From an optimization exercise on the open Yosys and OpenROAD flow, aimed at a short achievable clock period and few clock cycles; shortcuts taken in it are not production practice.
RTL that was checked went through simulation tests only; none was proved equivalent to the original.
Power and IR drop assume default switching activity.

## red
Design icache_dm, start of the top module:
module icache_dm #(
    parameter int NUM_SETS   = 16,
    parameter int LINE_WORDS = 4
) (
    input  logic        clk,
    input  logic        reset,
    input  logic        req_valid_i,
    output logic        req_ready_o,
    input  logic [31:0] req_addr_i,
    output logic        resp_valid_o,
    input  logic        resp_ready_i,
    output logic [31:0] resp_data_o,
    output logic [31:0] resp_addr_o,
    output logic        mem_req_valid_o,
    input  logic        mem_req_ready_i,
    output logic [31:0] mem_req_addr_o,
    input  logic        mem_resp_valid_i,
    input  logic [31:0] mem_resp_data_i,
    input  logic        flush_i
);
    localparam int OFF_W   = $clog2(LINE_WORDS);
    localparam int IDX_W   = $clog2(NUM_SETS);
    localparam int TAG_LSB = OFF_W + IDX_W + 2;
    localparam int TAG_W   = 32 - TAG_LSB;
    localparam int LA_W    = 32 - OFF_W - 2;       
    localparam int OUTS    = 32;                   
    localparam int QD      = OUTS;                 
    localparam int LD      = (OUTS < 16) ? OUTS : 16;  
    localparam int ID_W    = $clog2(OUTS) + 2;     
    localparam int BN_W    = ID_W + OFF_W;         
    localparam int CNT_W   = $clog2(OUTS + 1);
    localparam int WORDS   = NUM_SETS * LINE_WORDS;
    logic [NUM_SETS-1:0]   valid_q;
    logic [TAG_W-1:0]      tag_q  [NUM_SETS];
    logic [31:0]           data_q [WORDS];         
    logic [NUM_SETS-1:0][LINE_WORDS-1:0] arr_q;   
    logic [NUM_SETS-1:0][LINE_WORDS-1:0] arr_d;
    logic [ID_W-1:0]       pid_q  [NUM_SETS];      
    logic                  ref_act_q;
    logic [IDX_W-1:0]      ref_idx_q;
    logic [BN_W-1:0]       beat_no_q;              
    logic [BN_W-1:0]       beat_no1_q;             
    logic [BN_W-1:0]       beat_no2_q;
    logic [WORDS-1:0]      wsel_q;                 
    logic [ID_W-1:0]       miss_seq_q;             
    logic           ref_act_d;                     
    logic [IDX_W-1:0] ref_idx_d;
    wire            beat      = ref_act_q && mem_resp_valid_i;
    wire            last_beat = beat && (beat_no_q[OFF_W-1:0] == OFF_W'(LINE_WORDS - 1));
  ...
Size in the first run: about 18000 cells after synthesis, ~170 I/O pins, ~0.24 mm^2 of cells after synthesis.
Settings: LEC_CHECK=0, ABC_CLOCK_PERIOD_IN_PS=2000, CAP_MARGIN=20, CORE_MARGIN=2, CORE_UTILIZATION=45, SETUP_SLACK_MARGIN=2.4, SLEW_MARGIN=20; clock period 5.0 ns.
run.sh (not shown) runs the stock make flow with config.mk's settings and CLKGATE_MAP_FILE= SYNTH_SCRIPT=/design/flow/synth_recipe.tcl, a recipe that flattens the netlist after the stock synthesis.
Testbench counts of red, summed over its fixed seeds: cycles 34,079.
[inputs] blue vs red
-- flow/design.v --
<<< red, line 24
    localparam int TAG_W   = 32 - TAG_LSB;
    localparam int LA_W    = 32 - OFF_W - 2;       
    localparam int OUTS    = 32;                   
    localparam int QD      = OUTS;                 
    localparam int LD      = (OUTS < 16) ? OUTS : 16;  
>>> blue, line 24
    localparam int TAG_W   = 32 - TAG_LSB;
    localparam int LA_W    = 32 - OFF_W - 2;       
    localparam int OUTS    = 16;                   
    localparam int QD      = OUTS;                 
    localparam int LD      = (OUTS < 16) ? OUTS : 16;  
<<< red, line 41
    logic [BN_W-1:0]       beat_no_q;              
    logic [BN_W-1:0]       beat_no1_q;             
    logic [BN_W-1:0]       beat_no2_q;
    logic [WORDS-1:0]      wsel_q;                 
    logic [ID_W-1:0]       miss_seq_q;             
>>> blue, line 41
    logic [BN_W-1:0]       beat_no_q;              
    logic [BN_W-1:0]       beat_no1_q;             
    logic [WORDS-1:0]      wsel_q;                 
    logic [ID_W-1:0]       miss_seq_q;             
<<< red, line 119
    logic ref_cur_q;
    wire l_beat_wr = beat && a_rs_q && (beat_no_q[OFF_W-1:0] == l_off);
    logic            l1_v_q, l1_hit_q, l1_have_q, l1_e0_q, l1_e1_q;
    logic [BN_W-1:0] l1_bn_q;
    logic [31:0]     l1_addr_q, l1_data_q;
>>> blue, line 118
    logic ref_cur_q;
    wire l_beat_wr = beat && a_rs_q && (beat_no_q[OFF_W-1:0] == l_off);
    logic            l1_v_q, l1_hit_q, l1_have_q;
    logic [BN_W-1:0] l1_bn_q;
    logic [31:0]     l1_addr_q, l1_data_q;
<<< red, line 131
            l1_have_q <= l_hit && (a_arr_q[l_off] || (l_beat_wr && ref_cur_q));
            l1_bn_q   <= {l_id, l_off};
            l1_e0_q   <= beat ? ({l_id, l_off} == beat_no1_q) : ({l_id, l_off} == beat_no_q);
            l1_e1_q   <= beat ? ({l_id, l_off} == beat_no2_q) : ({l_id, l_off} == beat_no1_q);
            l1_addr_q <= a_addr_q;
            if (l_beat_wr)
>>> blue, line 130
            l1_have_q <= l_hit && (a_arr_q[l_off] || (l_beat_wr && ref_cur_q));
            l1_bn_q   <= {l_id, l_off};
            l1_addr_q <= a_addr_q;
            if (l_beat_wr)
<<< red, line 142
        end
    end
    wire        l2_now  = beat && l1_hit_q && !l1_have_q && l1_e0_q;
    wire        l2_have = l1_have_q || l2_now;
    wire [31:0] l2_data = l2_now ? mem_resp_data_i : l1_data_q;
    wire        l2_mt   = beat ? l1_e1_q : l1_e0_q;
    logic [QD-1:0]           s_v, s_have, s_mt;    
    logic [QD-1:0][BN_W-1:0] s_bn;
>>> blue, line 139
        end
    end
    wire        l2_e0   = (l1_bn_q == beat_no_q);
    wire        l2_e1   = (l1_bn_q == beat_no1);
    wire        l2_now  = beat && l1_hit_q && !l1_have_q && l2_e0;
    wire        l2_have = l1_have_q || l2_now;
    wire [31:0] l2_data = l2_now ? mem_resp_data_i : l1_data_q;
    wire        l2_mt   = beat ? l2_e1 : l2_e0;
    logic [QD-1:0]           s_v, s_have, s_mt;    
    logic [QD-1:0][BN_W-1:0] s_bn;
<<< red, line 298
            beat_no_q  <= '0;
            beat_no1_q <= BN_W'(1);
            beat_no2_q <= BN_W'(2);
            wsel_q     <= '0;
            miss_seq_q <= '0;
>>> blue, line 297
            beat_no_q  <= '0;
            beat_no1_q <= BN_W'(1);
            wsel_q     <= '0;
            miss_seq_q <= '0;
<<< red, line 312
            ref_idx_q <= ref_idx_d;
            beat_no_q <= beat_no_d;
            if (beat) begin
                beat_no1_q <= beat_no2_q;
                beat_no2_q <= beat_no2_q + BN_W'(1);
            end
            for (int j = 0; j < WORDS; j++)
                wsel_q[j] <= ref_act_d && ({ref_idx_d, beat_no_d[OFF_W-1:0]} == (IDX_W + OFF_W)'(j));
>>> blue, line 310
            ref_idx_q <= ref_idx_d;
            beat_no_q <= beat_no_d;
            if (beat) beat_no1_q <= beat_no1_q + BN_W'(1);
            for (int j = 0; j < WORDS; j++)
                wsel_q[j] <= ref_act_d && ({ref_idx_d, beat_no_d[OFF_W-1:0]} == (IDX_W + OFF_W)'(j));
--- outcome ---
All of blue and red finish clean. Capture point of the critical path: a_hit_q$_DFFE_PP_ -> blue, l1_e0_q$_DFFE_PP_ -> red. Delta (blue minus red): detail-routed net length per standard cell fell by 2.8%; area enclosed by the die boundary dropped 0.13 mm^2; critical path depth closely matched the old numbers; area added between synthesis and finish lower; normalized max-slew margin down 3.4 points. Clock network fraction of design power for blue: 1.8 points up relative to red. Between blue and red, it is blue whose final period utilization is higher, by 0.56 points. As far as share of the synthesized netlist area taken by xor and xnor gates is concerned, red and blue perform about the same. Relative to red, multiplexer share of the synthesized area has decreased by 2.2 points in blue. Measured against each other, blue and red differ in proportion of power drawn by flip-flops and latches, the lower figure coming from red. In the tables for blue and red, hold slack reads lower with blue.
For blue, only the layout was checked, not whether the RTL still works.

==> static timing again, ports no longer ideal <==
No port has a modelled driver above. Below, the same layouts with a new extraction and two added sets of constraints.
Step 1: set_driving_cell puts a clkbuf_16 on clk and a buf_2 on each other input, an assumption about the parent block.
Step 2 moves the port delays by t, midway between the first and last clock arrival at a register: inputs arrive t later, outputs are due t later. That takes back most of the time a late clock gives input paths.
Three values: no drivers, after step 1, after step 2; two values: the first two.
run	t (ns)	setup slack, ns	latest minus earliest clock arrival (ns)
red	1.222	2.171 / 2.163 / 1.092	0.081 / 0.082
blue	1.097	2.143 / 2.232 / 1.134	0.136 / 0.137
After both steps every run listed still meets setup and hold. The setup slack of red, which loses most, moves by -0.008 ns with the drivers and by -1.079 ns with both steps.
